Source: an optimization exercise on an open RTL-to-GDS flow (aim: small area, a short achievable clock period and few clock cycles per item). Production flows keep margins and buffers that such runs may drop.
In this exercise RTL edits were held to simulation tests only and were not proved equivalent to the original.
No activity file was given, so power comes from the tool's default toggle rates.

// mmacc_main
module mmacc_main (
  input  wire logic        clk,
  input  wire logic        s_rst_n,
  input  wire logic        ld_en_i,
  input  wire logic [4:0]  ld_add_i,
  input  wire logic [15:0] ld_data_i,
  input  wire logic        cmd_avail_i,
  input  wire logic [1:0]  cmd_slot_i,
  input  wire logic [2:0]  cmd_rot_i,
  input  wire logic        res_avail_i,
  input  wire logic [15:0] res_i,
  output logic             cmd_enquiry_o,
  output logic             feed_vld_o,
  output logic [15:0]      feed_data_o,
  output logic             feed_sop_o,
  output logic             feed_eop_o,
  output logic             sxt_vld_o,
  output logic [15:0]      sxt_data_o,
  output logic             sxt_last_o,
  output logic [1:0]       sxt_slot_o,
  output logic             done_o,
  output logic [1:0]       done_slot_o,
  output logic [3:0]       error_o
);
Size: roughly 730 flip-flops, about 94 I/O pins, about 30000 sq um of cells after synthesis.
clock: 5.0 ns
lec_check: 0
cap_margin: 20
core_margin: 2
core_utilization: 40
cts_cluster_diameter: 80
cts_cluster_size: 30
setup_slack_margin: 2.5
slew_margin: 20
run.sh (not shown) runs the stock make flow with config.mk's settings and CLKGATE_MAP_FILE= SYNTH_SCRIPT=/design/flow/synth_recipe.tcl, a recipe that flattens the netlist after the stock synthesis.
The baseline went through all stages and came out clean.
Testbench counts at the start, summed over its fixed seeds: cycles 2,958, items 256.
==> next run, changes <==
CTS_CLUSTER_DIAMETER = default   (was 80)
CTS_CLUSTER_SIZE = default   (was 30)
SETUP_SLACK_MARGIN = 2.3   (was 2.5)
Result: Routed wire length goes up slightly; non-clock buffer count goes down by 50; cell area goes up slightly; setup slack is worse by 37 ps; flip-flop and latch count stays the same; hold slack is worse by 20 ps; cell count goes up slightly.
==> next run, changes <==
CTS_CLUSTER_DIAMETER = 80   (was default)
CTS_CLUSTER_SIZE = 24   (was default)
SETUP_SLACK_MARGIN = 2.5   (was 2.3)
=> The changed run passed the timing, design-rule and antenna checks. Sequential cell count stays the same. Routed wire length shrinks slightly. Die area stays the same.

* * *

== job 3199 ==
Starting RTL as in the previous note.
make LEC_CHECK=0 CAP_MARGIN=20 CORE_MARGIN=2 CORE_UTILIZATION=40 CTS_CLUSTER_DIAMETER=100 CTS_CLUSTER_SIZE=28 SETUP_SLACK_MARGIN=2.5 SLEW_MARGIN=20 TNS_END_PERCENT=20 finish   # period 5.0 ns
Testbench counts of job 3199, summed over its fixed seeds: cycles 2,958, items 256.
> inputs changed (job 3199 -> job 6743)
Settings: TNS_END_PERCENT removed (was 20); CTS_CLUSTER_SIZE removed (was 28); CTS_CLUSTER_DIAMETER removed (was 100).
## What came out
- Job 6743 reached the end of the flow, and the finished layout is clean on the timing, design-rule and antenna checks.
- | number of non-clock buffers in the layout | job 6743 vs job 3199 | 18 higher |
- A path type of the worst setup path of register to output pin is what job 3199 shows, while input port to register belongs to job 6743.
- Diff job 3199..job 6743 | hold slack | negligible
- Compared with job 3199, detailed-route wire length in job 6743 increased slightly.
- In the reports for job 3199 and job 6743, the larger amount of wire on met3 after detailed routing belongs to job 6743.
- Taking job 3199 as the reference point, the actual transition at the worst max-transition pin of job 6743 falls by 0.043 ns.
- Against job 3199, job 6743 comes in about 9% higher on power density over the cells.
- Note that the design area recorded for job 6743 amounts to 1.06 times the value seen in job 3199.
Setup changes, job 6743 to job 3753
Settings: CTS_CLUSTER_SIZE newly set to 28; CTS_CLUSTER_DIAMETER newly set to 100; CAP_MARGIN changed from 20 to 10; SLEW_MARGIN changed from 20 to 10.
### Flow results
Post-route total power went down by more than 10% going from job 6743 to job 3753.
Total I/O pin count came out exactly the same in job 6743 and job 3753.
Summary of job 3753 over job 6743: fraction of met3 tracks used by global routing dropped 1.7 points; highest cell delay on the worst timing path climbed 0.19 ns.
On total number of vias, job 3753 does better than job 6743.
Fraction of area in registers, job 6743 and job 3753, lower one = job 6743.
When job 3753 is measured against job 6743, its depth of the worst register-to-register path turns out 5 lower.
In the tables for job 6743 and job 3753, count of filler cells inserted in the layout reads lower with job 6743.
Cmp job 3753 vs job 6743: depth of the CTS H-tree lower in job 3753
The following lists how job 5850 was set up differently from job 3753:
Settings: clearing CTS_CLUSTER_DIAMETER, which used to be 100; swapping 10 for 20 in CAP_MARGIN; clearing CTS_CLUSTER_SIZE, which used to be 28; swapping 40 for 60 in CORE_UTILIZATION; swapping 10 for 20 in SLEW_MARGIN.
==> comparison <==
Against job 3753, job 5850 comes in 42 higher on count of clock buffers in the final design.
Status: clock skew parity (job 5850, job 3753)
From job 3753 to job 5850, adder and majority cell fraction of the synthesized area did not move at all.
Of job 5850 and job 3753, it is job 5850 that has the lower biggest cell delay along the critical path.
Design internal power was lower in the run labelled job 3753.
In the metrics for job 5850 and job 3753, the one carrying the lower area growth from synthesis to layout is job 3753.
Against job 3753, job 5850 comes in 1.4 points higher on period utilization.
Per the comparison of job 5850 with job 3753, overall power consumption moved up, detailed-route wire length on metal 1 moved down.
Job 5850 ends up with a power consumed by the clock network that is 68% higher than in job 3753.

static timing again, ports no longer ideal:
How much do the figures lean on ideal ports? The routed layouts below were timed once more, with nothing changed but the port constraints.
Step 1, drivers: a clkbuf_16 drives clk and a buf_2 each remaining input, both assumed.
Step 2 moves the port delays by t, midway between the first and last clock arrival at a register: inputs arrive t later, outputs are due t later. That takes back most of the time a late clock gives input paths.
Slacks: ideal / step 1 / step 2; pairs: ideal / step 1.
run | t, ns | slack for setup (ns) | slew at the worst register clock pin (ns) | pins driven straight from the clock port
the first run of note 1 | 0.665 | 2.357 / 2.389 / 1.725 | 0.12 / 0.12 | 1
the second run of note 1 | 0.683 | 2.321 / 2.296 / 1.718 | 0.07 / 0.07 | 1
the third run of note 1 | 0.656 | 2.451 / 2.468 / 1.833 | 0.10 / 0.10 | 1
job 3199 | 0.702 | 2.304 / 2.241 / 1.646 | 0.12 / 0.12 | 1
job 6743 | 0.667 | 2.485 / 2.470 / 1.849 | 0.06 / 0.06 | 1
job 3753 | 0.688 | 2.484 / 2.460 / 1.839 | 0.12 / 0.12 | 1
job 5850 | 0.674 | 2.414 / 2.414 / 1.786 | 0.07 / 0.07 | 1
After both steps setup and hold are still met in every run listed. The setup slack of job 3199, which loses most, moves by -0.063 ns with the drivers and by -0.658 ns with both steps.
